Background: an optimization exercise with open tools, aiming at small area and a short achievable clock period. Do not read the settings as production practice. Where RTL was checked, it was by simulation tests only, not by an equivalence proof against the original. No functional check of the RTL was part of runs 5 and 6. Power and IR drop assume default switching activity.

==> flow/design.v <==
module beam_topk_sort #(
    parameter int NBEAM_IN = 64,
    parameter int BEAM     = 16,
    parameter int PWR_W    = 32
) (
    input  logic                        i_clk,
    input  logic                        i_reset_n,
    input  logic                        i_pwr_vld,
    input  logic                        i_pwr_sop,
    input  logic [PWR_W-1:0]            i_pwr_data,
    output logic [BEAM-1:0][7:0]        o_beam_idx,
    output logic [BEAM-1:0][PWR_W-1:0]  o_beam_pwr,
    output logic                        o_rbg_load,
    output logic                        o_busy,
    output logic                        o_err_sop
);
    localparam int IW = 6;                        
    localparam logic [IW-1:0] CNT_LAST_C = IW'(NBEAM_IN - 1);
    localparam int HW = PWR_W / 2;               
    logic            collect_r;      
    logic            flush_r;        
    logic [IW-1:0]   last_r;         
    logic            rbg_load_r;
    logic            err_sop_r;
    logic start_s, beam_s, take_s, acc_s;
    assign start_s = i_pwr_vld &  i_pwr_sop;
    assign beam_s  = i_pwr_vld & ~i_pwr_sop;
    assign take_s  = beam_s & collect_r;          
    assign acc_s   = start_s | take_s;            
    always_ff @(posedge i_clk) begin
        if (!i_reset_n) begin
            collect_r  <= 1'b0;
            flush_r    <= 1'b0;
            last_r     <= '0;
            rbg_load_r <= 1'b0;
            err_sop_r  <= 1'b0;
        end else begin
            rbg_load_r <= flush_r;
            err_sop_r  <= (start_s & collect_r) | (beam_s & ~collect_r);
            if (start_s) begin
                collect_r <= 1'b1;
                flush_r   <= 1'b0;
                last_r    <= '0;
            end else if (take_s) begin
                last_r    <= last_r + IW'(1);
                if (last_r == CNT_LAST_C - IW'(1)) begin
                    collect_r <= 1'b0;
                    flush_r   <= 1'b1;
                end else begin
                    flush_r   <= 1'b0;
                end
            end else begin
                flush_r   <= 1'b0;
            end
        end
    end
    logic [BEAM-1:0][PWR_W-1:0] list_pwr_r;
    logic [BEAM-1:0][IW-1:0]    list_idx_r;
    logic [BEAM-1:0]            list_vld_r;   
    logic [PWR_W-1:0]           smp_pwr_r;    
    logic [BEAM-1:0]            hi_gt_r, hi_eq_r, lo_ge_r;
    logic                       smp_acc_r;    
    logic [BEAM-1:0] ge_s;            
    always_comb begin
        for (int i = 0; i < BEAM; i++)
            ge_s[i] = ~smp_acc_r |
                      (list_vld_r[i] & (hi_gt_r[i] | (hi_eq_r[i] & lo_ge_r[i])));
    end
    logic [BEAM-1:0][PWR_W-1:0] ins_pwr_s;
    logic [BEAM-1:0][IW-1:0]    ins_idx_s;
    logic [BEAM-1:0]            ins_vld_s;
    for (genvar i = 0; i < BEAM; i++) begin : g_ins
        if (i == 0) begin : g_first
            assign ins_pwr_s[i] = ge_s[i] ? list_pwr_r[i] : smp_pwr_r;
            assign ins_idx_s[i] = ge_s[i] ? list_idx_r[i] : last_r;
        end else begin : g_rest
            beam_topk_ins #(.W(PWR_W + IW)) u_ins (
                .keep (ge_s[i]),
                .take (ge_s[i-1] & ~ge_s[i]),
                .up_s (~ge_s[i-1]),
                .own  ({list_pwr_r[i],   list_idx_r[i]}),
                .smp  ({smp_pwr_r,       last_r}),
                .up   ({list_pwr_r[i-1], list_idx_r[i-1]}),
                .d    ({ins_pwr_s[i],    ins_idx_s[i]})
            );
        end
    end
    always_comb begin
        if (start_s)
            ins_vld_s = '0;
        else if (ge_s[BEAM-1])
            ins_vld_s = list_vld_r;
        else
            ins_vld_s = {list_vld_r[BEAM-2:0], 1'b1};
    end
    logic [BEAM:0]   in_gt_s, in_eq_s, in_ge_s;
    logic [BEAM-1:0] nx_gt_s, nx_eq_s, nx_ge_s;
    always_comb begin
        for (int i = 0; i < BEAM; i++) begin
            in_gt_s[i] = list_pwr_r[i][PWR_W-1:HW] >  i_pwr_data[PWR_W-1:HW];
            in_eq_s[i] = list_pwr_r[i][PWR_W-1:HW] == i_pwr_data[PWR_W-1:HW];
            in_ge_s[i] = list_pwr_r[i][HW-1:0]     >= i_pwr_data[HW-1:0];
        end
        in_gt_s[BEAM] = smp_pwr_r[PWR_W-1:HW] >  i_pwr_data[PWR_W-1:HW];
        in_eq_s[BEAM] = smp_pwr_r[PWR_W-1:HW] == i_pwr_data[PWR_W-1:HW];
        in_ge_s[BEAM] = smp_pwr_r[HW-1:0]     >= i_pwr_data[HW-1:0];
        for (int i = 0; i < BEAM; i++) begin
            if (ge_s[i]) begin
                nx_gt_s[i] = in_gt_s[i];
                nx_eq_s[i] = in_eq_s[i];
                nx_ge_s[i] = in_ge_s[i];
            end else if (i == 0 || ge_s[(i == 0) ? 0 : i-1]) begin
                nx_gt_s[i] = in_gt_s[BEAM];
                nx_eq_s[i] = in_eq_s[BEAM];
                nx_ge_s[i] = in_ge_s[BEAM];
            end else begin
                nx_gt_s[i] = in_gt_s[(i == 0) ? 0 : i-1];
                nx_eq_s[i] = in_eq_s[(i == 0) ? 0 : i-1];
                nx_ge_s[i] = in_ge_s[(i == 0) ? 0 : i-1];
            end
        end
    end
    always_ff @(posedge i_clk) begin
        list_pwr_r <= ins_pwr_s;
        list_idx_r <= ins_idx_s;
        list_vld_r <= ins_vld_s;
        smp_pwr_r  <= i_pwr_data;
        smp_acc_r  <= acc_s;
        hi_gt_r    <= nx_gt_s;
        hi_eq_r    <= nx_eq_s;
        lo_ge_r    <= nx_ge_s;
    end
    logic [BEAM-1:0][IW-1:0]    beam_idx_r, beam_idx_s;
    logic [BEAM-1:0][PWR_W-1:0] beam_pwr_r, beam_pwr_s;
    logic                       out_ld_s, out_hd_s, out_rs_s;
    assign out_ld_s = i_reset_n &  flush_r;
    assign out_hd_s = i_reset_n & ~flush_r;
    assign out_rs_s = ~i_reset_n;
    for (genvar i = 0; i < BEAM; i++) begin : g_out
        for (genvar b = 0; b < PWR_W; b++) begin : g_pwr
            beam_topk_hold0 u_h (.ld(out_ld_s), .hd(out_hd_s),
                                 .n(ins_pwr_s[i][b]), .q(beam_pwr_r[i][b]),
                                 .d(beam_pwr_s[i][b]));
        end
        for (genvar b = 0; b < IW; b++) begin : g_idx
            if (((i >> b) & 1) != 0) begin : g_one
                beam_topk_hold1 u_h (.ld(out_ld_s), .hd(out_hd_s), .rs(out_rs_s),
                                     .n(ins_idx_s[i][b]), .q(beam_idx_r[i][b]),
                                     .d(beam_idx_s[i][b]));
            end else begin : g_zero
                beam_topk_hold0 u_h (.ld(out_ld_s), .hd(out_hd_s),
                                     .n(ins_idx_s[i][b]), .q(beam_idx_r[i][b]),
                                     .d(beam_idx_s[i][b]));
            end
        end
    end
    always_ff @(posedge i_clk) begin
        beam_idx_r <= beam_idx_s;
        beam_pwr_r <= beam_pwr_s;
    end
    always_comb begin
        for (int i = 0; i < BEAM; i++)
            o_beam_idx[i] = {{(8-IW){1'b0}}, beam_idx_r[i]};
    end
    assign o_beam_pwr = beam_pwr_r;
    assign o_rbg_load = rbg_load_r;
    assign o_busy     = collect_r;
    assign o_err_sop  = err_sop_r;
endmodule
module beam_topk_ins #(
    parameter int W = 38
) (
    input  logic         keep,
    input  logic         take,
    input  logic         up_s,
    input  logic [W-1:0] own,
    input  logic [W-1:0] smp,
    input  logic [W-1:0] up,
    output logic [W-1:0] d
);
    assign d = ({W{keep}} & own) | ({W{take}} & smp) | ({W{up_s}} & up);
endmodule
module beam_topk_hold0 (
    input  logic ld,
    input  logic hd,
    input  logic n,
    input  logic q,
    output logic d
);
    assign d = (ld & n) | (hd & q);
endmodule
module beam_topk_hold1 (
    input  logic ld,
    input  logic hd,
    input  logic rs,
    input  logic n,
    input  logic q,
    output logic d
);
    assign d = (ld & n) | (hd & q) | rs;
endmodule
==> flow/flow/run.sh <==
#!/bin/bash
set -euo pipefail
bash standard.sh BUFFER_PORTS_ARGS="-buffer_cell sky130_fd_sc_hd__buf_2" finish > standard_flow.log 2>&1
==> flow/standard.sh <==
#!/bin/bash
# synth_recipe.tcl (not shown) runs the flow's synth.tcl, then flattens the netlist and writes it again
# the make line also repeats each setting of config.mk as NAME=value (left out here)
make -C /OpenROAD-flow-scripts/flow DESIGN_CONFIG=/design/flow/config.mk WORK_HOME=/design/flow/orfs CLKGATE_MAP_FILE= SYNTH_SCRIPT=/design/flow/synth_recipe.tcl "${@:-finish}"
==> flow/config.mk <==
export PLATFORM = sky130hd
export DESIGN_NAME = beam_topk_sort
export DESIGN_NICKNAME = beam_topk_sort
export VERILOG_FILES = /design/flow/design.v
export SDC_FILE = /design/flow/constraint.sdc
export NUM_CORES = 4
export LEC_CHECK = 0
export CAP_MARGIN = 20
export CORE_MARGIN = 2
export CORE_UTILIZATION = 50
export SETUP_SLACK_MARGIN = 1.8
export SLEW_MARGIN = 20
export SYNTH_HIERARCHICAL = 1
export TNS_END_PERCENT = 5
==> flow/constraint.sdc <==
create_clock -name core_clock -period 4.0 [get_ports {i_clk}]
set_input_delay 0.8000 -clock core_clock [delete_from_list [all_inputs] [get_ports {i_clk}]]
set_output_delay 0.8000 -clock core_clock [all_outputs]
set_load 0.01 [all_outputs]
==> results of run 1 <==
==> synth_stat cells, drive strengths merged, types with 58 or more instances <==
cell    count
a21oi     244
nand2     303
nand4      63
nor2       95
clkbuf     58
inv       659
a22o      576
a21o       78
buf       178
a222oi    570
dfxtp    1323
ha        546
o21ai      90
==> final timing paths <==
check / from / end / slack (ns) / cells past startpoint
setup / recovery: i_pwr_data[21] / hi_gt_r[15] / 1.66 / 10
hold / removal: i_pwr_data[30] / smp_pwr_r[30] / 0.18 / 1
setup reg to reg: hi_eq_r[14] / beam_idx_r[85] / 1.73 / 9
hold reg to reg: beam_pwr_r[426] / beam_pwr_r[426] / 0.46 / 1
==> where the power goes <==
part / switching (uW) / internal, uW
registers: 1900 / 15200
logic: 5230 / 3650
clock network: 5500 / 7680
total: 12600 / 26500
==> routing by layer <==
layer,global-route usage [%],vias up,wire (um)
li1,-,21700,-
met1,43.7,22900,82400
met2,53.8,2122,91100
met3,5.60,364,16200
met4,13.9,4,7960
met5,0,-,26
==> metrics by stage <==
stage               instances  setup TNS (ns)  util (%)
global route             7593               0      61.4
global placement         7245               0      55.2
floorplan                5192        -2549.37         -
detailed placement       7245               0      55.2
CTS                      7564               0      60.8
finish                   7593               0      61.4
==> state kept, by name, summed over array words and instances, names as in the netlist, 6 cells and up <==
| name | cells |
|---|---|
| beam_pwr_r | 512 |
| list_pwr_r | 512 |
| beam_idx_r | 96 |
| list_idx_r | 96 |
| smp_pwr_r | 32 |
| hi_eq_r | 16 |
| hi_gt_r | 16 |
| list_vld_r | 16 |
| lo_ge_r | 16 |
| last_r | 6 |
==> repair_timing <==
item,in CTS,in global routing
pin swaps,13,27
hold buffers,0,0
setup endpoints to repair,1131,549
setup buffers,63,21
cloned,8,8
gates resized for setup,145,85
==> per-module statistics from Yosys, one instance, submodules excluded, excerpt <==
module	area (sq um)	copies in the design	cells inside	flops+latches
beam_topk_sort	40600	1	3233	1323
beam_topk_hold0	8.76	576	1	0
beam_topk_hold1	10.0	32	1	0
==> cell families (layout without fill, tap and decap cells) <==
| group | count (synthesis) | in the layout | synth area share, % |
|---|---|---|---|
| AOI/OAI and AO/OA | 1705 | 1706 | 25.9 |
| DFF | 1323 | 1323 | 48.0 |
| buffers and inverters | 895 | 1818 | 7.65 |
| and+or+nand+nor | 682 | 683 | 5.95 |
| adders and majority gates | 546 | 546 | 12.4 |
| xor gates and xnor gates | 6 | 6 | 0.0952 |
| muxes | 3 | 3 | 0.0544 |
| other | 1 | 32 | 0.00679 |
==> area by class of cell <==
| cell class | instances | area share [%] |
|---|---|---|
| Clock buffer | 205 | 6.21 |
| Clock inverter | 43 | 0.675 |
| Inverter | 659 | 3.85 |
| Multi-Input combinational cell | 2976 | 37.5 |
| Sequential cell | 1323 | 39.5 |
| Tap cell | 1476 | 2.75 |
| Timing Repair Buffer | 910 | 9.42 |
| Timing Repair inverter | 1 | 0.0112 |
==> results.sh, run 1 <==
export IMPL_status="timing/DRC/antenna clean"
export IMPL_track_usage_pct=33.2
export IMPL_worstSetupPathType="primary input to register"
export IMPL_final_cell_mix="dfxtp_1, buf_2, inv_1"
export IMPL_cpMaxStageDelayCell="a221o_2"
export IMPL_layout_commonest_cell="dfxtp_1"
export IMPL_initialDrtViolationCount=6408
export IMPL_fin_hold_ws_ns=0.175
export IMPL_synth_enable_flop_cells=0
export IMPL_yosys_top_cells_area="dfxtp_1, ha_1, a222oi_1"
export IMPL_slowest_delay_ns=0.42
export IMPL_globalplace_congestion=0.916
export IMPL_clockBufferDepth=3
export IMPL_fp_dieW_um=336
export IMPL_slew_violations=0
export IMPL_max_freq_ghz=0.427
export IMPL_finalWorstSetupSlack_ns=1.66
export IMPL_synth_async_reset_ratio_pct=0
export IMPL_setup_viol=0
export IMPL_hpwlAfterDp_mm=144
export IMPL_cts_htree_levels=4
export IMPL_grt_pass1_wl_mm=286
export IMPL_post_drt_wl_per_cell_um=26.0
export IMPL_crit_chain="buf_2 -> clkinvlp_4 -> buf_4 -> ha_4 -> a21oi_2 -> o21ai_1 -> a221o_2 -> a211o_4 -> a32oi_1 -> o2bb2ai_1"
export IMPL_clk_latency_ns=0.76
export IMPL_cts_clk_slew_worst_paths_ns=0.06
export IMPL_slew_headroom_pct=26.5
export IMPL_max_cap_viol_count=0
export IMPL_diodes=0
export IMPL_p_total_uw=39100
export IMPL_drc_errors=0
export IMPL_seqCellArea_sq_um=26500
export IMPL_ys_types=62
export IMPL_cp_start_kind="primary input"
export IMPL_placementRows=121
export IMPL_avgViaCountPerCell=6.20
export IMPL_yosys_most_used_dff="dfxtp_1"
export IMPL_ys_seq_elements=1323
export IMPL_tightest_slew_ns=1.10
export IMPL_dp_slack_ns=0.590
export IMPL_first_global_vias=44900
export IMPL_placed_cell_area_sq_um=60300
export IMPL_synth_top_area_cell="dfxtp_1"
export IMPL_vdd_drop_max_v=0.000486
export IMPL_drive_gt1_share_pct=20.7
export IMPL_skew_ns=0.0255
export IMPL_final_hold_violation_count=0
export IMPL_seq_area_frac_synth_pct=48.0
export IMPL_synth_cells=5161
export IMPL_synth_top_area_share_pct=48.0
export IMPL_yosys_warnings=7
export IMPL_powerDensity_nw_per_um2=583
export IMPL_p_leak_uw=0.0339
export IMPL_grt_setup_unrepaired="true"
export IMPL_grt_start_max_net_pins=153
export IMPL_die_h_um=336
export IMPL_synth_area_sq_um=55200
export IMPL_cts_tree="yes"
export IMPL_core_region_area_sq_um=109000
export IMPL_fill_cells=9270
export IMPL_avgSynthCellArea_sq_um=10.7
export IMPL_hold_class="primary input to register"
export IMPL_arrival_ns=2.98
export IMPL_routed_wl_mm=198
export IMPL_cp_required_ns=4.64
export IMPL_io_pins=679
export IMPL_vias=47100
export IMPL_cts_root_buf="clkbuf_16"
export IMPL_end_kind="register"
export IMPL_nNetsFinal=6595
export IMPL_cts_sinks=1323
export IMPL_drtPass1Iterations=14
export IMPL_ant_nets=0
export IMPL_crit_buf_inv=3
export IMPL_cp_top_family="compound AO/OA/AOI/OAI gates"
export IMPL_antenna_found_initial=4
export IMPL_timing_final_crit_share_pct=58.5
export IMPL_gr_total_overflow=0
export IMPL_die_area_sq_um=113000
export IMPL_cts_inserted_buffers=142
export IMPL_initial_core_util_pct=50.6
export IMPL_multi_input_area_sq_um=25200
export IMPL_syn_to_final_growth_pct=21.4
export IMPL_portBuffers=646
export IMPL_fin_crit_ns=2.34
export IMPL_final_area_sq_um=67100
export IMPL_cp_max_fo=8
==> run 2, diff against run 1 <==
--- a/flow/config.mk
+++ b/flow/config.mk
@@ -7,7 +7,7 @@
 export LEC_CHECK = 0
 export CAP_MARGIN = 20
 export CORE_MARGIN = 2
-export CORE_UTILIZATION = 50
+export CORE_UTILIZATION = 55
 export SETUP_SLACK_MARGIN = 1.8
 export SLEW_MARGIN = 20
 export SYNTH_HIERARCHICAL = 1
==> run 2 against run 1 <==
  * Still clean
  * Synthesized cell count is the same
  * Critical path depth unchanged
  * Global-route usage up 1.5 points
  * Worst setup slack improved by 0.050 ns
  * Sequential cell count is the same
  * Register-to-register slack about the same
==> results.sh, run 2 <==
export IMPL_synth_mux_area_share_pct=0.0544
export IMPL_layout_commonest_cell="dfxtp_1"
export IMPL_synth_xor_area_share_pct=0.0952
export IMPL_finalWorstSetupSlack_ns=1.71
export IMPL_placementRows=116
export IMPL_synth_enable_flop_cells=0
export IMPL_cts_inserted_buffers=141
export IMPL_place_inst=7065
export IMPL_max_cap_viol_count=0
export IMPL_skew_ns=0.0201
export IMPL_powerDensity_nw_per_um2=592
export IMPL_ys_seq_elements=1323
export IMPL_grt_pass1_wl_mm=275
export IMPL_max_freq_ghz=0.436
export IMPL_grt_setup_unrepaired="true"
export IMPL_p_leak_uw=0.0339
export IMPL_seq_power_share_pct=43.0
export IMPL_yosys_warnings=7
export IMPL_synth_area_sq_um=55200
export IMPL_cp_start_kind="primary input"
export IMPL_gr_total_overflow=0
export IMPL_end_kind="register"
export IMPL_cts_clk_slew_worst_paths_ns=0.06
export IMPL_cp_max_fo=8
export IMPL_avgViaCountPerCell=6.36
export IMPL_post_drt_wl_per_cell_um=25.5
export IMPL_whs_path_depth=1
export IMPL_seq_area_frac_synth_pct=48.0
export IMPL_vdd_drop_max_v=0.000352
export IMPL_initialDrtViolationCount=7118
export IMPL_synth_cells=5161
export IMPL_r2r_start="hi_eq_r[2]"
export IMPL_power_frac_comb_pct=22.5
export IMPL_clockBufferDepth=3
export IMPL_core_region_area_sq_um=99900
export IMPL_synth_top_family_by_area="compound AO/OA/AOI/OAI gates"
export IMPL_first_global_vias=44100
export IMPL_p_total_uw=39600
export IMPL_yosys_most_used_dff="dfxtp_1"
export IMPL_synth_async_reset_ratio_pct=0
export IMPL_layout_cells_non_filler=7418
export IMPL_synth_top_area_share_pct=48.0
export IMPL_synth_compound_area_share_pct=25.9
export IMPL_globalplace_congestion=0.945
export IMPL_nNetsFinal=6592
export IMPL_rr_worst_depth=8
export IMPL_ys_types=62
export IMPL_initial_core_util_pct=55.3
export IMPL_hold_end="smp_pwr_r[1]"
export IMPL_vias=47200
export IMPL_r2r_slack_ns=1.73
export IMPL_final_cell_mix="dfxtp_1, buf_2, inv_1"
export IMPL_intPower_uw=27100
export IMPL_grt_start_max_net_pins=148
export IMPL_hp_start="i_pwr_data[1]"
export IMPL_setup_viol=0
export IMPL_cp_required_ns=4.64
export IMPL_synth_simple_area_share_pct=5.95
export IMPL_avgSynthCellArea_sq_um=10.7
export IMPL_slew_headroom_pct=19.6
export IMPL_hold_class="primary input to register"
export IMPL_timing_rr_end="beam_idx_r[18]"
export IMPL_track_usage_pct=34.7
export IMPL_reg_top3="beam_pwr_r: 512 flops, list_pwr_r: 512 flops"
export IMPL_yosys_top_cells_area="dfxtp_1, ha_1, a222oi_1"
export IMPL_swShare_pct=31.7
export IMPL_ant_nets=0
export IMPL_hpwlAfterDp_mm=139
export IMPL_die_h_um=321
export IMPL_synth_most_common_cell="dfxtp_1"
export IMPL_cts_htree_levels=4
export IMPL_io_pins=679
export IMPL_drive_gt1_share_pct=21.1
export IMPL_netlist_top_cells_count="dfxtp_1, inv_1, a22o_1"
export IMPL_fin_crit_ns=2.29
export IMPL_final_hold_violation_count=0
export IMPL_worstSetupPathType="primary input to register"
export IMPL_p_clk_share_pct=34.5
export IMPL_final_util_pct=67.1
export IMPL_p_switching_uw=12600
export IMPL_cts_hold_buf=0
export IMPL_arrival_ns=2.93
export IMPL_status="timing/DRC/antenna clean"
export IMPL_fin_hold_ws_ns=0.174
export IMPL_syn_to_final_growth_pct=21.3
export IMPL_synthAdderAreaFrac_pct=12.4
export IMPL_routed_wl_mm=189
export IMPL_cts_tree="yes"
export IMPL_dp_slack_ns=0.577
export IMPL_drtPass1Iterations=14
export IMPL_slew_violations=0
export IMPL_cts_sinks=1323
export IMPL_cts_root_buf="clkbuf_16"
export IMPL_fp_dieW_um=321
export IMPL_synth_top_area_cell="dfxtp_1"
export IMPL_tightest_slew_ns=1.20
export IMPL_die_area_sq_um=103000
export IMPL_antenna_found_initial=5
export IMPL_portBuffers=646
export IMPL_clk_latency_ns=0.75
export IMPL_timing_final_crit_share_pct=57.3
export IMPL_drc_errors=0
## run 2: cell counts after synthesis
No cell type changed its count.
## run 2: per-module statistics from Yosys (local to each module, per instance), excerpt
module / cell area [sq um] / flops+latches
beam_topk_sort: 40600 / 1323
beam_topk_hold0: 8.76 / 0
beam_topk_hold1: 10.0 / 0
## run 2: what timing repair did
| item | 4_1_cts | 5_1_grt |
|---|---|---|
| gates cloned | 6 | 6 |
| setup buffers | 41 | 47 |
| pin swaps | 11 | 58 |
| resized for setup | 126 | 156 |
| setup endpoints to repair | 991 | 516 |
## run 2: stage by stage
step           area (sq um)  setup TNS (ns)
3_3_place_gp          59900               0
2_1_floorplan         55300        -2549.37
6_report              67000               0
4_1_cts               65800               0
5_1_grt               67000               0
3_5_place_dp          59900               0
## run 2: how the worst max path moves through the flow
stage / startpoint / to / slack, ns / cells after the start
6_report: i_pwr_data[10] / lo_ge_r[14] / 1.71 / 10
3_3_place_gp: i_pwr_data[15] / lo_ge_r[2] / 0.64 / 10
3_5_place_dp: i_pwr_data[15] / lo_ge_r[2] / 0.58 / 10
2_1_floorplan: i_reset_n / beam_idx_r[13] / -4.24 / 3
5_1_grt: i_pwr_data[10] / lo_ge_r[6] / 1.63 / 10
4_1_cts: hi_eq_r[5] / beam_idx_r[30] / 1.72 / 9
## run 2: logic make-up after synthesis
logic type | Yosys count
XOR/XNOR | 6
AND/OR/NAND/NOR | 682
flip-flops | 1323
other | 1
multiplexers | 3
buffers and inverters | 895
AO/OA/AOI/OAI | 1705
adder cells (fa/ha/maj) | 546
## run 2: layout make-up
cell class                      count  area, sq um
Tap cell                         1298         1620
Timing Repair Buffer              907         6030
Timing Repair inverter              1         7.51
Inverter                          659         2560
Multi-Input combinational cell   2977        25400
Sequential cell                  1323        26500
Fill cell                        7999        32900
Antenna cell                        1         2.50
Clock inverter                     49          692
Clock buffer                      203         4140
## run 2: routing by layer
| metal | vias up | wire, um | track usage (%) |
|---|---|---|---|
| li1 | 21700 | - | - |
| met1 | 22900 | 79100 | 46.7 |
| met2 | 2264 | 86200 | 55.2 |
| met3 | 341 | 16400 | 6.18 |
| met4 | 0 | 7550 | 14.3 |
| met5 | - | 0 | 0 |
## run 2: power by group through the flow
stage / clock network [uW] / registers (uW) / logic, uW
after global routing: 14300 / 17200 / 9860
after detailed placement: 0 / 17300 / 8220
after CTS: 13800 / 17000 / 8500
after floorplan: 0 / 16500 / 5770
after global placement: 0 / 17200 / 8000
final: 13700 / 17100 / 8920
## run 2: critical path, stage by stage
cell and delay, ns:
buf_2 0.14, clkinvlp_4 0.27, ha_1 0.38, nand2_1 0.08, nor2_1 0.13, a211oi_1 0.08, nor2_2 0.54, nor2_4 0.09
buf_12 0.17, a221oi_1 0.24
==> run 3, diff against run 2 <==
--- a/flow/config.mk
+++ b/flow/config.mk
@@ -8,7 +8,7 @@
 export CAP_MARGIN = 20
 export CORE_MARGIN = 2
 export CORE_UTILIZATION = 55
-export SETUP_SLACK_MARGIN = 1.8
+export SETUP_SLACK_MARGIN = 2.0
 export SLEW_MARGIN = 20
 export SYNTH_HIERARCHICAL = 1
 export TNS_END_PERCENT = 5
==> run 3 against run 2 <==
  * Register-to-register slack better by 0.05 ns
  * Non-clock buffer count increased by 80
  * Utilization up 2.4 points
==> results.sh, run 3 <==
export IMPL_status="timing/DRC/antenna clean"
export IMPL_skew_ns=0.0195
export IMPL_initial_core_util_pct=55.3
export IMPL_cp_required_ns=4.61
export IMPL_ys_types=62
export IMPL_synth_cells=5161
export IMPL_layout_commonest_cell="dfxtp_1"
export IMPL_grt_start_max_net_pins=148
export IMPL_drive_gt1_share_pct=24.9
export IMPL_slew_headroom_pct=19.5
export IMPL_cts_clk_slew_worst_paths_ns=0.06
export IMPL_slew_violations=0
export IMPL_track_usage_pct=35.8
export IMPL_die_area_sq_um=103000
export IMPL_io_pins=679
export IMPL_yosys_warnings=7
export IMPL_synth_async_reset_ratio_pct=0
export IMPL_clockBufferDepth=3
export IMPL_cts_hold_buf=0
export IMPL_antenna_found_initial=3
export IMPL_synth_most_common_cell="dfxtp_1"
export IMPL_max_freq_ghz=0.441
export IMPL_powerDensity_nw_per_um2=580
export IMPL_clk_latency_ns=0.76
export IMPL_die_h_um=321
export IMPL_max_cap_viol_count=0
export IMPL_synth_top_area_share_pct=48.0
export IMPL_layout_cells_non_filler=7501
export IMPL_synth_enable_flop_cells=0
export IMPL_syn_to_final_growth_pct=25.6
export IMPL_drc_errors=0
export IMPL_tightest_slew_ns=1.21
export IMPL_reg_top3="beam_pwr_r: 512 flops, list_pwr_r: 512 flops"
export IMPL_placementRows=116
export IMPL_timing_final_crit_share_pct=56.6
export IMPL_grt_pass1_wl_mm=283
export IMPL_core_region_area_sq_um=99900
export IMPL_place_inst=7065
export IMPL_fin_crit_ns=2.27
export IMPL_vias=48100
export IMPL_gr_total_overflow=0
export IMPL_grt_setup_unrepaired="true"
export IMPL_final_hold_violation_count=0
export IMPL_final_cell_mix="dfxtp_1, inv_1, buf_2"
export IMPL_portBuffers=646
export IMPL_worstSetupPathType="primary input to register"
export IMPL_initialDrtViolationCount=7526
export IMPL_cp_max_fo=8
export IMPL_drtPass1Iterations=11
export IMPL_cts_root_buf="clkbuf_16"
export IMPL_final_util_pct=69.5
export IMPL_seq_area_frac_synth_pct=48.0
export IMPL_end_kind="register"
export IMPL_finalWorstSetupSlack_ns=1.73
export IMPL_yosys_top_cells_area="dfxtp_1, ha_1, a222oi_1"
export IMPL_cts_sinks=1323
export IMPL_synth_top_area_cell="dfxtp_1"
export IMPL_dp_slack_ns=0.577
export IMPL_synth_area_sq_um=55200
export IMPL_ant_nets=0
export IMPL_post_drt_wl_per_cell_um=26.3
export IMPL_arrival_ns=2.87
export IMPL_avgSynthCellArea_sq_um=10.7
export IMPL_cts_tree="yes"
export IMPL_routed_wl_mm=198
export IMPL_fill_cells=7714
export IMPL_cts_inserted_buffers=141
export IMPL_globalplace_congestion=0.945
export IMPL_setup_viol=0
export IMPL_fp_dieW_um=321
export IMPL_p_leak_uw=0.0347
export IMPL_nNetsFinal=6675
export IMPL_netlist_top_cells_count="dfxtp_1, inv_1, a22o_1"
export IMPL_avgViaCountPerCell=6.41
export IMPL_yosys_most_used_dff="dfxtp_1"
export IMPL_placed_cell_area_sq_um=59900
export IMPL_ys_seq_elements=1323
export IMPL_first_global_vias=44900
export IMPL_hold_class="primary input to register"
export IMPL_final_area_sq_um=69400
export IMPL_cp_start_kind="primary input"
export IMPL_hpwlAfterDp_mm=139
export IMPL_vdd_drop_max_v=0.000357
export IMPL_cts_htree_levels=4
## run 3: cell counts after synthesis
No cell type changed its count.
## run 3: worst paths after layout
kind	startpoint	to	slack [ns]	cells after the start
hold / removal	i_pwr_data[1]	smp_pwr_r[1]	0.16	1
setup reg to reg	smp_pwr_r[13]	lo_ge_r[3]	1.78	8
setup / recovery	i_pwr_data[13]	lo_ge_r[3]	1.73	10
hold reg to reg	beam_pwr_r[456]	beam_pwr_r[456]	0.46	1
## run 3: power breakdown
group / internal (uW) / leakage (uW) / switching, uW
clock: 8240 / 0.00237 / 5450
combinational: 3980 / 0.0215 / 5470
sequential: 15200 / 0.0108 / 1930
total: 27400 / 0.0347 / 12900
## run 3: modules after synthesis (local to each module, per instance), excerpt
module / cell area [sq um] / cells / flip-flops and latches / times used
beam_topk_sort: 40600 / 3233 / 1323 / 1
beam_topk_hold1: 10.0 / 1 / 0 / 32
beam_topk_hold0: 8.76 / 1 / 0 / 576
## run 3: per-layer routing
| layer | wire [um] | GRT usage, % | up-vias |
|---|---|---|---|
| li1 | - | - | 21900 |
| met2 | 90100 | 57.0 | 2389 |
| met3 | 18000 | 6.85 | 432 |
| met5 | 0 | 0 | - |
| met4 | 9500 | 15.6 | 0 |
| met1 | 80100 | 47.5 | 23400 |
## run 3: layout make-up
| cell class | instances | area, sq um | area share [%] |
|---|---|---|---|
| clock buffers | 203 | 4140 | 5.97 |
| repair inverters | 2 | 16.3 | 0.0234 |
| diodes | 1 | 2.50 | 0.00361 |
| repair buffers | 987 | 7380 | 10.6 |
| clock inverters | 49 | 692 | 0.997 |
| inverters | 659 | 2600 | 3.74 |
| flip-flops and latches | 1323 | 26600 | 38.4 |
| multi-input cells | 2979 | 26300 | 37.9 |
| well taps | 1298 | 1620 | 2.34 |
## run 3: metrics by stage
stage          hold WS [ns]  setup TNS, ns  total power (uW)
2_1_floorplan         0.440       -2549.37             22300
3_3_place_gp          0.446              0             25200
3_5_place_dp          0.448              0             25500
4_1_cts               0.124              0             39700
5_1_grt               0.144              0             42000
6_report              0.164              0             40200
## run 3: cells by family after synthesis
group                      share of synthesized area, %
xor gates and xnor gates                         0.0952
and+or+nand+nor                                    5.95
DFF                                                48.0
buffers and inverters                              7.65
muxes                                            0.0544
AOI/OAI and AO/OA                                  25.9
adders and majority gates                          12.4
other                                           0.00679
## run 3: repair_timing
item / in CTS / in global routing
pin swaps: 87 / 83
gates resized for setup: 441 / 167
gates cloned: 16 / 18
buffers inserted: 105 / 44
endpoints found under the setup margin: 1798 / 1117
## run 3: critical path, stage by stage
cell and delay (ns):
buf_8 0.08, clkinvlp_4 0.16, buf_6 0.19, ha_4 0.24, a21o_1 0.18, a21o_1 0.19
a221o_1 0.31, a31o_4 0.29, o32ai_4 0.33, a31oi_1 0.10
==> run 4, diff against run 3 <==
--- a/flow/config.mk
+++ b/flow/config.mk
@@ -8,7 +8,7 @@
 export CAP_MARGIN = 20
 export CORE_MARGIN = 2
 export CORE_UTILIZATION = 55
-export SETUP_SLACK_MARGIN = 2.0
+export SETUP_SLACK_MARGIN = 1.9
 export SLEW_MARGIN = 20
 export SYNTH_HIERARCHICAL = 1
 export TNS_END_PERCENT = 5
==> run 4 against run 3 <==
  * Still clean
  * Non-clock buffer count is 59 lower
  * Global-route usage is 0.49 points lower
  * First-iteration DRC count is 0.93% lower
  * Synthesized cell count stayed put
  * Synthesized area stayed put
  * Power is 0.92% lower
  * Fmax hardly changed
  * Combinational power is 3.6% lower
  * Critical path depth stayed put
  * Worst setup slack worse by 0.0021 ns
  * Hold slack better by 0.0058 ns
  * Largest power group unchanged
  * Highest routed layer is now met5
==> results.sh, run 4 <==
export IMPL_status="timing/DRC/antenna clean"
export IMPL_synthAdderAreaFrac_pct=12.4
export IMPL_first_global_vias=44500
export IMPL_syn_to_final_growth_pct=23.0
export IMPL_yosys_most_used_dff="dfxtp_1"
export IMPL_fill_cells=7876
export IMPL_reg_top3="beam_pwr_r: 512 flops, list_pwr_r: 512 flops"
export IMPL_fin_hold_ws_ns=0.170
export IMPL_p_leak_uw=0.0342
export IMPL_layout_commonest_cell="dfxtp_1"
export IMPL_cp_required_ns=4.65
export IMPL_vdd_drop_max_v=0.000353
export IMPL_hold_class="primary input to register"
export IMPL_synth_area_sq_um=55200
export IMPL_synth_top_area_share_pct=48.0
export IMPL_cp_start_kind="primary input"
export IMPL_synth_simple_area_share_pct=5.95
export IMPL_ant_nets=0
export IMPL_cts_htree_levels=4
export IMPL_synth_enable_flop_cells=0
export IMPL_drive_gt1_share_pct=22.6
export IMPL_routed_wl_mm=192
export IMPL_io_pins=679
export IMPL_timing_final_crit_share_pct=56.7
export IMPL_globalplace_congestion=0.945
export IMPL_arrival_ns=2.92
export IMPL_cts_inserted_buffers=141
export IMPL_track_usage_pct=35.3
export IMPL_final_hold_violation_count=0
export IMPL_seqCellArea_sq_um=26600
export IMPL_hp_start="i_pwr_data[1]"
export IMPL_tightest_slew_ns=1.21
export IMPL_rr_worst_depth=7
export IMPL_portBuffers=646
export IMPL_cts_root_buf="clkbuf_16"
export IMPL_hold_end="smp_pwr_r[1]"
export IMPL_vias=47500
export IMPL_final_cell_mix="dfxtp_1, buf_2, inv_1"
export IMPL_powerDensity_nw_per_um2=587
export IMPL_clk_latency_ns=0.75
export IMPL_yosys_top_cells_area="dfxtp_1, ha_1, a222oi_1"
export IMPL_synth_compound_area_share_pct=25.9
export IMPL_drtPass1Iterations=12
export IMPL_synth_mux_area_share_pct=0.0544
export IMPL_max_freq_ghz=0.441
export IMPL_setup_viol=0
export IMPL_final_util_pct=68.0
export IMPL_antenna_found_initial=5
export IMPL_slew_violations=0
export IMPL_final_area_sq_um=67900
export IMPL_whs_path_depth=1
export IMPL_initial_core_util_pct=55.3
export IMPL_end_kind="register"
export IMPL_initialDrtViolationCount=7456
export IMPL_skew_ns=0.0181
export IMPL_multi_input_area_sq_um=25800
export IMPL_core_region_area_sq_um=99900
export IMPL_grt_start_max_net_pins=148
export IMPL_yosys_warnings=7
export IMPL_worstSetupPathType="primary input to register"
export IMPL_hpwlAfterDp_mm=139
export IMPL_gr_total_overflow=0
export IMPL_r2r_start="hi_eq_r[4]"
export IMPL_ys_seq_elements=1323
export IMPL_fin_crit_ns=2.27
export IMPL_timing_rr_end="beam_pwr_r[159]"
export IMPL_seq_area_frac_synth_pct=48.0
export IMPL_avgViaCountPerCell=6.39
export IMPL_slew_headroom_pct=19.1
export IMPL_cts_sinks=1323
export IMPL_max_cap_viol_count=0
export IMPL_nNetsFinal=6614
export IMPL_cts_clk_slew_worst_paths_ns=0.06
export IMPL_ys_types=62
export IMPL_avgSynthCellArea_sq_um=10.7
export IMPL_grt_pass1_wl_mm=279
export IMPL_placementRows=116
export IMPL_cts_tree="yes"
export IMPL_netlist_top_cells_count="dfxtp_1, inv_1, a22o_1"
export IMPL_die_h_um=321
export IMPL_fp_dieW_um=321
export IMPL_setup_tns_final_ns=0
export IMPL_synth_top_family_by_area="compound AO/OA/AOI/OAI gates"
export IMPL_r2r_slack_ns=1.80
export IMPL_synth_most_common_cell="dfxtp_1"
export IMPL_placed_cell_area_sq_um=59900
export IMPL_synth_async_reset_ratio_pct=0
export IMPL_drc_errors=0
export IMPL_die_area_sq_um=103000
export IMPL_clockBufferDepth=3
export IMPL_grt_setup_unrepaired="true"
export IMPL_synth_xor_area_share_pct=0.0952
export IMPL_post_drt_wl_per_cell_um=25.8
export IMPL_synth_cells=5161
export IMPL_synth_top_area_cell="dfxtp_1"
export IMPL_cp_max_fo=3
## run 4: cell types whose count changed in the layout (fill, tap and decap cells not counted), moves of 11 or more
cell,previous run,this run
buf_4,224,186
clkbuf_16,166,155
dfxtp_1,1248,1280
dfxtp_4,27,5
nand2_1,261,276
o21ai_0,62,77
o21ai_1,25,11
## run 4: cells by family after synthesis
| family | Yosys count |
|---|---|
| AOI/OAI and AO/OA | 1705 |
| DFF | 1323 |
| buffers and inverters | 895 |
| and+or+nand+nor | 682 |
| adders and majority gates | 546 |
| xor gates and xnor gates | 6 |
| muxes | 3 |
| other | 1 |
## run 4: power breakdown
part           internal [uW]  total (uW)  switching (uW)
clock network           8240       13700            5440
registers              15200       17100            1910
logic                   3790        9120            5330
## run 4: final cells by class
| class | count | area share (%) |
|---|---|---|
| Clock inverter | 49 | 1.02 |
| Sequential cell | 1323 | 39.1 |
| Timing Repair inverter | 2 | 0.0240 |
| Clock buffer | 203 | 6.10 |
| Timing Repair Buffer | 928 | 9.58 |
| Multi-Input combinational cell | 2977 | 38.0 |
| Antenna cell | 1 | 0.00369 |
| Tap cell | 1298 | 2.39 |
| Inverter | 659 | 3.79 |
## run 4: per-layer routing
metal	track usage, %	routed length (um)	vias up
li1	-	-	21800
met1	47.4	79400	23100
met2	56.0	87000	2336
met3	6.42	17600	356
met4	14.9	7860	4
met5	0	18	-
## run 4: per-module statistics from Yosys, one instance, submodules excluded, excerpt
| module | times used | cell area [sq um] | flops+latches |
|---|---|---|---|
| beam_topk_sort | 1 | 40600 | 1323 |
| beam_topk_hold1 | 32 | 10.0 | 0 |
| beam_topk_hold0 | 576 | 8.76 | 0 |
## run 4: what timing repair did
action,CTS,global route
gates cloned,10,7
hold buffers,0,0
endpoints found under the setup margin,1210,589
buffers inserted,73,32
resized for setup,267,148
pin swaps,45,82
## run 4: worst max-delay path, cell delays in order
cell	delay (ns)
buf_6	0.09
clkinvlp_4	0.15
buf_6	0.17
buf_6	0.12
ha_4	0.25
nand4_1	0.12
or4_4	0.54
o221ai_4	0.26
o32ai_4	0.16
a31oi_1	0.23
## run 4: how the worst max path moves through the flow
stage	start	to	slack, ns	cells after the start
after floorplan	i_reset_n	beam_idx_r[13]	-4.24	3
after global placement	i_pwr_data[15]	lo_ge_r[2]	0.64	10
after detailed placement	i_pwr_data[15]	lo_ge_r[2]	0.58	10
after CTS	beam_pwr_r[334]	o_beam_pwr[334]	1.80	1
after global routing	i_pwr_data[28]	hi_gt_r[11]	1.71	12
final	i_pwr_data[6]	lo_ge_r[3]	1.73	10
## run 4: stage by stage
step / setup slack [ns] / cells / power [uW]
after floorplan: -4.24 / 5192 / 22300
after global placement: 0.645 / 7065 / 25200
after detailed placement: 0.577 / 7065 / 25500
after CTS: 1.80 / 7400 / 39500
after global routing: 1.71 / 7439 / 41600
final: 1.73 / 7440 / 39900
==> run 5, diff against run 4 <==
--- a/flow/design.v
+++ b/flow/design.v
@@ -16,7 +16,8 @@
 );
     localparam int IW = 6;                        
     localparam logic [IW-1:0] CNT_LAST_C = IW'(NBEAM_IN - 1);
-    localparam int HW = PWR_W / 2;               
+    localparam int HW = 21;                      
+    localparam int LW = 10;
     logic            collect_r;      
     logic            flush_r;        
     logic [IW-1:0]   last_r;         
@@ -58,13 +59,14 @@
     logic [BEAM-1:0][IW-1:0]    list_idx_r;
     logic [BEAM-1:0]            list_vld_r;   
     logic [PWR_W-1:0]           smp_pwr_r;    
-    logic [BEAM-1:0]            hi_gt_r, hi_eq_r, lo_ge_r;
+    logic [BEAM-1:0]            hi_gt_r, hi_eq_r, md_gt_r, md_eq_r, lo_ge_r;
     logic                       smp_acc_r;    
     logic [BEAM-1:0] ge_s;            
     always_comb begin
         for (int i = 0; i < BEAM; i++)
             ge_s[i] = ~smp_acc_r |
-                      (list_vld_r[i] & (hi_gt_r[i] | (hi_eq_r[i] & lo_ge_r[i])));
+                      (list_vld_r[i] & (hi_gt_r[i] | (hi_eq_r[i] &
+                                         (md_gt_r[i] | (md_eq_r[i] & lo_ge_r[i])))));
     end
     logic [BEAM-1:0][PWR_W-1:0] ins_pwr_s;
     logic [BEAM-1:0][IW-1:0]    ins_idx_s;
@@ -93,29 +95,39 @@
         else
             ins_vld_s = {list_vld_r[BEAM-2:0], 1'b1};
     end
-    logic [BEAM:0]   in_gt_s, in_eq_s, in_ge_s;
-    logic [BEAM-1:0] nx_gt_s, nx_eq_s, nx_ge_s;
+    logic [BEAM:0]   in_gt_s, in_eq_s, in_mg_s, in_me_s, in_ge_s;
+    logic [BEAM-1:0] nx_gt_s, nx_eq_s, nx_mg_s, nx_me_s, nx_ge_s;
     always_comb begin
         for (int i = 0; i < BEAM; i++) begin
             in_gt_s[i] = list_pwr_r[i][PWR_W-1:HW] >  i_pwr_data[PWR_W-1:HW];
             in_eq_s[i] = list_pwr_r[i][PWR_W-1:HW] == i_pwr_data[PWR_W-1:HW];
-            in_ge_s[i] = list_pwr_r[i][HW-1:0]     >= i_pwr_data[HW-1:0];
+            in_mg_s[i] = list_pwr_r[i][HW-1:LW]    >  i_pwr_data[HW-1:LW];
+            in_me_s[i] = list_pwr_r[i][HW-1:LW]    == i_pwr_data[HW-1:LW];
+            in_ge_s[i] = list_pwr_r[i][LW-1:0]     >= i_pwr_data[LW-1:0];
         end
         in_gt_s[BEAM] = smp_pwr_r[PWR_W-1:HW] >  i_pwr_data[PWR_W-1:HW];
         in_eq_s[BEAM] = smp_pwr_r[PWR_W-1:HW] == i_pwr_data[PWR_W-1:HW];
-        in_ge_s[BEAM] = smp_pwr_r[HW-1:0]     >= i_pwr_data[HW-1:0];
+        in_mg_s[BEAM] = smp_pwr_r[HW-1:LW]    >  i_pwr_data[HW-1:LW];
+        in_me_s[BEAM] = smp_pwr_r[HW-1:LW]    == i_pwr_data[HW-1:LW];
+        in_ge_s[BEAM] = smp_pwr_r[LW-1:0]     >= i_pwr_data[LW-1:0];
         for (int i = 0; i < BEAM; i++) begin
             if (ge_s[i]) begin
                 nx_gt_s[i] = in_gt_s[i];
                 nx_eq_s[i] = in_eq_s[i];
+                nx_mg_s[i] = in_mg_s[i];
+                nx_me_s[i] = in_me_s[i];
                 nx_ge_s[i] = in_ge_s[i];
             end else if (i == 0 || ge_s[(i == 0) ? 0 : i-1]) begin
                 nx_gt_s[i] = in_gt_s[BEAM];
                 nx_eq_s[i] = in_eq_s[BEAM];
+                nx_mg_s[i] = in_mg_s[BEAM];
+                nx_me_s[i] = in_me_s[BEAM];
                 nx_ge_s[i] = in_ge_s[BEAM];
             end else begin
                 nx_gt_s[i] = in_gt_s[(i == 0) ? 0 : i-1];
                 nx_eq_s[i] = in_eq_s[(i == 0) ? 0 : i-1];
+                nx_mg_s[i] = in_mg_s[(i == 0) ? 0 : i-1];
+                nx_me_s[i] = in_me_s[(i == 0) ? 0 : i-1];
                 nx_ge_s[i] = in_ge_s[(i == 0) ? 0 : i-1];
             end
         end
@@ -128,6 +140,8 @@
         smp_acc_r  <= acc_s;
         hi_gt_r    <= nx_gt_s;
         hi_eq_r    <= nx_eq_s;
+        md_gt_r    <= nx_mg_s;
+        md_eq_r    <= nx_me_s;
         lo_ge_r    <= nx_ge_s;
     end
     logic [BEAM-1:0][IW-1:0]    beam_idx_r, beam_idx_s;
==> run 5 against run 4 <==
  * Still clean on timing, DRC and antenna
  * Register-to-register slack worse by 0.12 ns
  * Design area is 2.4% higher
  * Synthesized area is 2.9% higher
  * Via count is 6.0% higher
  * Utilization hardly changed
  * Die area is 2.9% higher
  * Routed wire length is 15% higher
  * Clock-buffer cell count is 16 lower
  * Critical path type is now register to register
  * Critical endpoint is now beam_pwr_r[396]
  * Highest routed layer unchanged
==> results.sh, run 5 <==
export IMPL_slew_violations=0
export IMPL_initial_core_util_pct=55.6
export IMPL_p_clk_share_pct=33.1
export IMPL_layout_commonest_cell="dfxtp_1"
export IMPL_status="timing/DRC/antenna clean"
export IMPL_grt_pass1_wl_mm=307
export IMPL_netlist_top_cells_count="dfxtp_1, inv_1, a22o_1"
export IMPL_clockBufferDepth=3
export IMPL_track_usage_pct=38.1
export IMPL_end_kind="register"
export IMPL_cts_inserted_buffers=139
export IMPL_globalplace_congestion=0.950
export IMPL_power_frac_comb_pct=22.9
export IMPL_seq_power_share_pct=44.0
export IMPL_cts_root_buf="clkbuf_16"
export IMPL_worstSetupPathType="register to register"
export IMPL_antenna_found_initial=9
export IMPL_placed_cell_area_sq_um=61400
export IMPL_slew_headroom_pct=21.2
export IMPL_final_cell_mix="dfxtp_1, inv_1, buf_2"
export IMPL_nNetsFinal=6783
export IMPL_final_area_sq_um=69500
export IMPL_cp_max_fo=8
export IMPL_final_hold_violation_count=0
export IMPL_synth_top_area_share_pct=47.7
export IMPL_cts_sinks=1355
export IMPL_fill_cells=8157
export IMPL_avgViaCountPerCell=6.56
export IMPL_fp_dieW_um=325
export IMPL_fin_crit_ns=2.32
export IMPL_cts_clk_slew_worst_paths_ns=0.07
export IMPL_setup_tns_final_ns=0
export IMPL_avgSynthCellArea_sq_um=10.7
export IMPL_vias=50400
export IMPL_grt_start_max_net_pins=163
export IMPL_r2r_slack_ns=1.68
export IMPL_routed_wl_mm=221
export IMPL_core_region_area_sq_um=102000
export IMPL_cts_htree_levels=4
export IMPL_cp_required_ns=4.67
export IMPL_ys_seq_elements=1355
export IMPL_synth_enable_flop_cells=0
export IMPL_clk_latency_ns=0.77
export IMPL_p_leak_uw=0.0343
export IMPL_drc_errors=0
export IMPL_crit_end="beam_pwr_r[396]"
export IMPL_ant_nets=0
export IMPL_hpwlAfterDp_mm=148
export IMPL_max_freq_ghz=0.432
export IMPL_syn_to_final_growth_pct=22.3
export IMPL_synth_top_area_cell="dfxtp_1"
export IMPL_reg_top3="beam_pwr_r: 512 flops, list_pwr_r: 512 flops"
export IMPL_p_total_uw=40500
export IMPL_die_area_sq_um=106000
export IMPL_drive_gt1_share_pct=22.2
export IMPL_timing_rr_end="beam_pwr_r[396]"
export IMPL_p_switching_uw=13300
export IMPL_synth_most_common_cell="dfxtp_1"
export IMPL_final_util_pct=68.0
export IMPL_placementRows=117
export IMPL_grt_setup_unrepaired="true"
export IMPL_critPathLaunch="lo_ge_r[11]"
export IMPL_cp_start_kind="register"
export IMPL_yosys_top_cells_area="dfxtp_1, ha_1, a222oi_1"
export IMPL_arrival_ns=2.98
export IMPL_skew_ns=0.0181
export IMPL_powerDensity_nw_per_um2=582
export IMPL_max_cap_viol_count=0
export IMPL_seq_area_frac_synth_pct=47.7
export IMPL_first_global_vias=46800
export IMPL_die_h_um=325
export IMPL_ys_types=66
export IMPL_intPower_uw=27100
export IMPL_setup_viol=0
export IMPL_timing_final_crit_share_pct=57.9
export IMPL_drtPass1Iterations=12
export IMPL_hold_class="primary input to register"
export IMPL_synth_async_reset_ratio_pct=0
export IMPL_post_drt_wl_per_cell_um=28.8
export IMPL_gr_total_overflow=0
export IMPL_r2r_start="lo_ge_r[11]"
export IMPL_yosys_most_used_dff="dfxtp_1"
export IMPL_rr_worst_depth=10
export IMPL_tightest_slew_ns=1.18
export IMPL_cts_hold_buf=0
export IMPL_swShare_pct=33.0
export IMPL_synth_cells=5308
export IMPL_cts_tree="yes"
export IMPL_vdd_drop_max_v=0.000390
export IMPL_yosys_warnings=7
export IMPL_portBuffers=646
export IMPL_synth_area_sq_um=56800
export IMPL_initialDrtViolationCount=8320
export IMPL_io_pins=679
run 5: worst min path at each step:
stage / end / slack (ns) / from / cells past startpoint
floorplan: list_idx_r[1] / 0.44 / list_idx_r[1] / 2
global placement: beam_pwr_r[490] / 0.45 / beam_pwr_r[490] / 1
detailed placement: beam_pwr_r[417] / 0.45 / beam_pwr_r[417] / 1
CTS: smp_pwr_r[2] / 0.13 / i_pwr_data[2] / 1
global route: smp_pwr_r[29] / 0.15 / i_pwr_data[29] / 1
finish: smp_pwr_r[31] / 0.16 / i_pwr_data[31] / 1
run 5: cells by family after synthesis:
logic type,share of synthesized area [%]
AO/OA/AOI/OAI,25.6
flip-flops,47.7
XOR/XNOR,0.0771
adder cells (fa/ha/maj),12.0
other,0.00660
AND/OR/NAND/NOR,5.88
buffers and inverters,7.81
multiplexers,0.885
run 5: cell type report:
cell class	count	area [sq um]	area share [%]
Multi-Input combinational cell	3060	26100	37.5
Antenna cell	1	2.50	0.00360
Tap cell	1368	1710	2.46
Clock inverter	66	796	1.14
Sequential cell	1355	27300	39.2
Inverter	687	2690	3.87
Clock buffer	187	3910	5.62
Timing Repair inverter	4	35.0	0.0504
Timing Repair Buffer	954	7050	10.1
run 5: routing by layer:
| metal | routed length, um | share of wire [%] | global-route usage, % | up-vias |
|---|---|---|---|---|
| li1 | - | - | - | 22400 |
| met1 | 84900 | 38 | 50.0 | 24200 |
| met2 | 98100 | 44 | 59.9 | 3136 |
| met3 | 26100 | 12 | 8.24 | 601 |
| met4 | 12100 | 5.5 | 17.9 | 4 |
| met5 | 26 | 0.012 | 0 | - |
run 5: worst max-delay path, stage by stage (launching register included):
cell and delay [ns]:
dfxtp_4 0.37, a21oi_4 0.19, nor2b_1 0.07, o21ai_1 0.21, buf_4 0.21, nor2_4 0.05
clkbuf_16 0.19, buf_4 0.19, a222oi_1 0.36, inv_1 0.16, a22o_1 0.23
run 5: timing repair:
item / in CTS / in global routing
gates cloned: 16 / 21
buffers inserted: 95 / 59
setup endpoints to repair: 1365 / 895
resized for setup: 195 / 137
pin swaps: 46 / 70
run 5: through the flow:
step | setup WS [ns] | hold WS [ns] | std cells
2_1_floorplan | -4.24 | 0.440 | 5339
3_3_place_gp | 0.783 | 0.447 | 7232
3_5_place_dp | 0.754 | 0.447 | 7237
4_1_cts | 1.79 | 0.127 | 7601
5_1_grt | 1.73 | 0.154 | 7681
6_report | 1.68 | 0.156 | 7682
run 5: power by group through the flow:
stage	registers (uW)	logic, uW	clock network, uW
finish	17800	9270	13400
global route	17900	10200	14000
CTS	17600	8710	13500
detailed placement	17900	8330	0
global placement	17900	8130	0
floorplan	17000	6010	0
run 5: modules after synthesis, one instance, submodules excluded, a selection:
module	flops+latches	copies in the design	cells	area, sq um
beam_topk_sort	1355	1	3380	42200
beam_topk_hold1	0	32	1	10.0
beam_topk_hold0	0	576	1	8.76
==> run 6, diff against run 5 <==
--- a/flow/design.v
+++ b/flow/design.v
@@ -16,8 +16,7 @@
 );
     localparam int IW = 6;                        
     localparam logic [IW-1:0] CNT_LAST_C = IW'(NBEAM_IN - 1);
-    localparam int HW = 21;                      
-    localparam int LW = 10;
+    localparam int HW = PWR_W / 2;               
     logic            collect_r;      
     logic            flush_r;        
     logic [IW-1:0]   last_r;         
@@ -59,14 +58,36 @@
     logic [BEAM-1:0][IW-1:0]    list_idx_r;
     logic [BEAM-1:0]            list_vld_r;   
     logic [PWR_W-1:0]           smp_pwr_r;    
-    logic [BEAM-1:0]            hi_gt_r, hi_eq_r, md_gt_r, md_eq_r, lo_ge_r;
     logic                       smp_acc_r;    
+    logic [BEAM-1:0]            ge_r;         
+    logic [BEAM:0]              hi_gt_r, hi_eq_r, lo_ge_r;
+    logic [BEAM:0][PWR_W-1:0]   cmp_a_s;
+    always_comb begin
+        for (int i = 0; i < BEAM; i++)
+            cmp_a_s[i] = list_pwr_r[i];
+        cmp_a_s[BEAM] = smp_pwr_r;
+    end
+    always_ff @(posedge i_clk) begin
+        for (int i = 0; i <= BEAM; i++) begin
+            hi_gt_r[i] <= cmp_a_s[i][PWR_W-1:HW] >  i_pwr_data[PWR_W-1:HW];
+            hi_eq_r[i] <= cmp_a_s[i][PWR_W-1:HW] == i_pwr_data[PWR_W-1:HW];
+            lo_ge_r[i] <= cmp_a_s[i][HW-1:0]     >= i_pwr_data[HW-1:0];
+        end
+    end
+    logic [BEAM:0]   cmp_s;           
     logic [BEAM-1:0] ge_s;            
     always_comb begin
-        for (int i = 0; i < BEAM; i++)
-            ge_s[i] = ~smp_acc_r |
-                      (list_vld_r[i] & (hi_gt_r[i] | (hi_eq_r[i] &
-                                         (md_gt_r[i] | (md_eq_r[i] & lo_ge_r[i])))));
+        for (int i = 0; i <= BEAM; i++)
+            cmp_s[i] = hi_gt_r[i] | (hi_eq_r[i] & lo_ge_r[i]);
+        for (int i = 0; i < BEAM; i++) begin
+            if (ge_r[i])
+                ge_s[i] = cmp_s[i];
+            else if (i == 0 || ge_r[(i == 0) ? 0 : i-1])
+                ge_s[i] = cmp_s[BEAM];
+            else
+                ge_s[i] = cmp_s[(i == 0) ? 0 : i-1];
+            ge_s[i] = ~smp_acc_r | (list_vld_r[i] & ge_s[i]);
+        end
     end
     logic [BEAM-1:0][PWR_W-1:0] ins_pwr_s;
     logic [BEAM-1:0][IW-1:0]    ins_idx_s;
@@ -95,54 +116,13 @@
         else
             ins_vld_s = {list_vld_r[BEAM-2:0], 1'b1};
     end
-    logic [BEAM:0]   in_gt_s, in_eq_s, in_mg_s, in_me_s, in_ge_s;
-    logic [BEAM-1:0] nx_gt_s, nx_eq_s, nx_mg_s, nx_me_s, nx_ge_s;
-    always_comb begin
-        for (int i = 0; i < BEAM; i++) begin
-            in_gt_s[i] = list_pwr_r[i][PWR_W-1:HW] >  i_pwr_data[PWR_W-1:HW];
-            in_eq_s[i] = list_pwr_r[i][PWR_W-1:HW] == i_pwr_data[PWR_W-1:HW];
-            in_mg_s[i] = list_pwr_r[i][HW-1:LW]    >  i_pwr_data[HW-1:LW];
-            in_me_s[i] = list_pwr_r[i][HW-1:LW]    == i_pwr_data[HW-1:LW];
-            in_ge_s[i] = list_pwr_r[i][LW-1:0]     >= i_pwr_data[LW-1:0];
-        end
-        in_gt_s[BEAM] = smp_pwr_r[PWR_W-1:HW] >  i_pwr_data[PWR_W-1:HW];
-        in_eq_s[BEAM] = smp_pwr_r[PWR_W-1:HW] == i_pwr_data[PWR_W-1:HW];
-        in_mg_s[BEAM] = smp_pwr_r[HW-1:LW]    >  i_pwr_data[HW-1:LW];
-        in_me_s[BEAM] = smp_pwr_r[HW-1:LW]    == i_pwr_data[HW-1:LW];
-        in_ge_s[BEAM] = smp_pwr_r[LW-1:0]     >= i_pwr_data[LW-1:0];
-        for (int i = 0; i < BEAM; i++) begin
-            if (ge_s[i]) begin
-                nx_gt_s[i] = in_gt_s[i];
-                nx_eq_s[i] = in_eq_s[i];
-                nx_mg_s[i] = in_mg_s[i];
-                nx_me_s[i] = in_me_s[i];
-                nx_ge_s[i] = in_ge_s[i];
-            end else if (i == 0 || ge_s[(i == 0) ? 0 : i-1]) begin
-                nx_gt_s[i] = in_gt_s[BEAM];
-                nx_eq_s[i] = in_eq_s[BEAM];
-                nx_mg_s[i] = in_mg_s[BEAM];
-                nx_me_s[i] = in_me_s[BEAM];
-                nx_ge_s[i] = in_ge_s[BEAM];
-            end else begin
-                nx_gt_s[i] = in_gt_s[(i == 0) ? 0 : i-1];
-                nx_eq_s[i] = in_eq_s[(i == 0) ? 0 : i-1];
-                nx_mg_s[i] = in_mg_s[(i == 0) ? 0 : i-1];
-                nx_me_s[i] = in_me_s[(i == 0) ? 0 : i-1];
-                nx_ge_s[i] = in_ge_s[(i == 0) ? 0 : i-1];
-            end
-        end
-    end
     always_ff @(posedge i_clk) begin
         list_pwr_r <= ins_pwr_s;
         list_idx_r <= ins_idx_s;
         list_vld_r <= ins_vld_s;
         smp_pwr_r  <= i_pwr_data;
         smp_acc_r  <= acc_s;
-        hi_gt_r    <= nx_gt_s;
-        hi_eq_r    <= nx_eq_s;
-        md_gt_r    <= nx_mg_s;
-        md_eq_r    <= nx_me_s;
-        lo_ge_r    <= nx_ge_s;
+        ge_r       <= ge_s;
     end
     logic [BEAM-1:0][IW-1:0]    beam_idx_r, beam_idx_s;
     logic [BEAM-1:0][PWR_W-1:0] beam_pwr_r, beam_pwr_s;
--- a/flow/config.mk
+++ b/flow/config.mk
@@ -7,8 +7,7 @@
 export LEC_CHECK = 0
 export CAP_MARGIN = 20
 export CORE_MARGIN = 2
-export CORE_UTILIZATION = 55
-export SETUP_SLACK_MARGIN = 1.9
+export CORE_UTILIZATION = 45
+export SETUP_SLACK_MARGIN = 1.7
 export SLEW_MARGIN = 20
 export SYNTH_HIERARCHICAL = 1
-export TNS_END_PERCENT = 5
==> run 6 against run 5 <==
  * Still clean
  * Sequential share of layout area is 0.60 points lower
  * Worst setup slack worse by 0.33 ns
  * Combinational power is 5.1% lower
  * Highest routed layer unchanged
  * Global-route usage is 7.2 points lower
  * Design area is 0.23% higher
  * Critical path type unchanged
==> results.sh, run 6 <==
export IMPL_status="timing/DRC/antenna clean"
export IMPL_timing_final_crit_share_pct=66.2
export IMPL_track_usage_pct=30.9
export IMPL_cts_tree="yes"
export IMPL_grt_pass1_wl_mm=295
export IMPL_synth_async_reset_ratio_pct=0
export IMPL_vias=47400
export IMPL_slew_violations=0
export IMPL_seq_area_frac_synth_pct=48.9
export IMPL_clockBufferDepth=3
export IMPL_initial_core_util_pct=45.2
export IMPL_yosys_warnings=7
export IMPL_cts_htree_levels=4
export IMPL_skew_ns=0.0341
export IMPL_netlist_top_cells_count="dfxtp_1, inv_1, a22o_1"
export IMPL_finalWorstSetupSlack_ns=1.35
export IMPL_ys_types=48
export IMPL_slew_headroom_pct=25.3
export IMPL_cts_clk_slew_worst_paths_ns=0.06
export IMPL_clk_latency_ns=0.77
export IMPL_crit_chain="a21o_4 -> buf_6 -> buf_6 -> nor2_4 -> a211oi_2 -> o21ai_2 -> buf_4 -> nor2b_4 -> buf_12 -> buf_12 -> a222oi_1 -> inv_1 -> a22o_1"
export IMPL_syn_to_final_growth_pct=26.8
export IMPL_tightest_slew_ns=1.12
export IMPL_yosys_top_cells_area="dfxtp_1, ha_1, a222oi_1"
export IMPL_placementRows=128
export IMPL_synth_top_area_cell="dfxtp_1"
export IMPL_fin_crit_ns=2.65
export IMPL_drc_errors=0
export IMPL_die_h_um=353
export IMPL_fin_hold_ws_ns=0.158
export IMPL_initialDrtViolationCount=6637
export IMPL_setup_viol=0
export IMPL_core_region_area_sq_um=122000
export IMPL_cp_start_kind="register"
export IMPL_layout_cells_non_filler=7697
export IMPL_yosys_most_used_dff="dfxtp_1"
export IMPL_drive_gt1_share_pct=24.3
export IMPL_grt_start_max_net_pins=82
export IMPL_die_area_sq_um=125000
export IMPL_reg_top3="beam_pwr_r: 512 flops, list_pwr_r: 512 flops"
export IMPL_p_total_uw=40200
export IMPL_cts_root_buf="clkbuf_16"
export IMPL_end_kind="register"
export IMPL_dp_slack_ns=0.672
export IMPL_grt_setup_unrepaired="true"
export IMPL_crit_buf_inv=6
export IMPL_arrival_ns=3.28
export IMPL_max_cap_viol_count=0
export IMPL_post_drt_wl_per_cell_um=27.0
export IMPL_cp_required_ns=4.64
export IMPL_fill_cells=10300
export IMPL_io_pins=679
export IMPL_worstSetupPathType="register to register"
export IMPL_cpMaxStageDelayCell="dfxtp_4"
export IMPL_cp_top_family="compound AO/OA/AOI/OAI gates"
export IMPL_avgViaCountPerCell=6.16
export IMPL_cp_max_fo=9
export IMPL_synth_top_area_share_pct=48.9
export IMPL_avgSynthCellArea_sq_um=11.1
export IMPL_slowest_delay_ns=0.37
export IMPL_max_freq_ghz=0.378
export IMPL_gr_total_overflow=0
export IMPL_synth_most_common_cell="dfxtp_1"
export IMPL_p_leak_uw=0.0351
export IMPL_drtPass1Iterations=13
export IMPL_globalplace_congestion=0.900
export IMPL_ys_seq_elements=1342
export IMPL_first_global_vias=45100
export IMPL_synth_enable_flop_cells=0
export IMPL_fp_dieW_um=353
export IMPL_hold_class="primary input to register"
export IMPL_powerDensity_nw_per_um2=576
export IMPL_synth_area_sq_um=55000
export IMPL_routed_wl_mm=208
export IMPL_final_hold_violation_count=0
export IMPL_cts_hold_buf=0
export IMPL_portBuffers=646
export IMPL_cts_inserted_buffers=145
export IMPL_antenna_found_initial=3
export IMPL_layout_commonest_cell="dfxtp_1"
export IMPL_final_cell_mix="dfxtp_1, buf_2, inv_1"
export IMPL_synth_cells=4936
export IMPL_nNetsFinal=6534
export IMPL_hpwlAfterDp_mm=142
export IMPL_ant_nets=0
export IMPL_vdd_drop_max_v=0.000423
export IMPL_place_inst=7166
export IMPL_cts_sinks=1342
## run 6: cell types whose count changed after synthesis, sizes merged, moves of 21 or more
cell,previous run,this run
mux2,2,36
mux2i,48,16
nand2,257,125
nor2,134,58
o211ai,14,35
nor3,46,1
nand4,43,86
a21oi,175,209
a2111oi,22,1
inv,685,653
o21ai,154,57
a21o,39,75
buf,196,173
## run 6: final timing paths
path	from	end	slack (ns)	cells past startpoint
setup / recovery	lo_ge_r[16]	beam_pwr_r[68]	1.35	13
setup reg to reg	lo_ge_r[16]	beam_pwr_r[68]	1.35	13
hold / removal	i_pwr_data[14]	smp_pwr_r[14]	0.16	1
hold reg to reg	beam_pwr_r[504]	beam_pwr_r[504]	0.46	1
## run 6: area by class of cell
class | instances | area, sq um | share of cell area (%)
timing repair inverter | 3 | 21.3 | 0.0305
clock inverter | 66 | 817 | 1.17
tap | 1625 | 2030 | 2.92
sequential | 1342 | 26900 | 38.6
antenna | 1 | 2.50 | 0.00359
multi-input combinational | 2762 | 24700 | 35.5
inverter | 653 | 2520 | 3.62
timing repair buffer | 1045 | 8550 | 12.3
clock buffer | 200 | 4130 | 5.92
## run 6: timing repair
item	in CTS	in global routing
pin swaps	134	193
hold endpoints to repair	0	0
buffers inserted	113	79
gates resized for setup	231	93
gates cloned	49	22
endpoints found under the setup margin	1212	817
## run 6: per-module statistics from Yosys, one instance, submodules excluded, a selection
module           times used  area, sq um
beam_topk_hold0         576         8.76
beam_topk_hold1          32         10.0
beam_topk_sort            1        40300
## run 6: per-stage QoR
stage               cell area, sq um   TNS, ns  utilization [%]
global route                   69700         0             57.3
global placement               60300         0             49.6
detailed placement             60300         0             49.6
finish                         69700         0             57.3
floorplan                      55100  -2549.03                -
CTS                            68100         0             56.0
## run 6: logic make-up after synthesis
logic type | synth area share, %
fa+ha+maj | 12.4
xor+xnor | 0.0956
flops | 48.9
other cells | 0.00682
buf+inv | 7.55
mux | 1.03
compound gates | 25.8
simple gates | 4.22
## run 6: report_power, final
group | internal (uW) | switching (uW) | leakage, uW | total, uW
clock | 8240 | 5750 | 0.00244 | 14000
combinational | 4090 | 4710 | 0.0217 | 8800
sequential | 15400 | 1960 | 0.0109 | 17400
total | 27700 | 12400 | 0.0351 | 40200
## run 6: layer usage
| metal | GRT usage (%) | vias up | wire length, um |
|---|---|---|---|
| li1 | - | 21400 | - |
| met1 | 40.0 | 23100 | 81800 |
| met2 | 49.2 | 2435 | 94400 |
| met3 | 6.72 | 456 | 19900 |
| met4 | 14.2 | 2 | 11400 |
| met5 | 0 | - | 7 |

## re-timing with driven ports
How much do the figures lean on ideal ports? The routed layouts below were timed once more, with nothing changed but the port constraints. Step 1 sets driving cells, clkbuf_16 on the clock port and buf_2 on the other inputs (assumed; they add their load-dependent delay and slew). Step 2 moves the port delays by t, midway between the first and last clock arrival at a register: inputs arrive t later, outputs are due t later. That takes back most of the time a late clock gives input paths. Three values: ideal ports, drivers, drivers and shift; two values: the first two.
run | t (ns) | setup WS [ns] | worst setup path at the end | clock arrival spread, ns | worst data-port slew with drivers (ns)
run 1 | 0.829 | 1.658 / 1.637 / 0.881 | input to register | 0.026 / 0.026 | 0.12
run 2 | 0.819 | 1.708 / 1.646 / 0.946 | input to register | 0.021 / 0.022 | 0.10
run 3 | 0.828 | 1.734 / 1.761 / 0.933 | input to register | 0.021 / 0.022 | 0.10
run 4 | 0.821 | 1.732 / 1.728 / 0.952 | input to register | 0.019 / 0.019 | 0.10
run 5 | 0.841 | 1.684 / 1.684 / 0.949 | input to register | 0.019 / 0.020 | 0.06
run 6 | 0.828 | 1.352 / 1.352 / 1.012 | input to register | 0.035 / 0.035 | 0.05
After both steps every run listed still meets setup and hold. For run 3, which loses most, drivers alone change the setup slack by +0.027 ns; drivers and shift together by -0.801 ns.
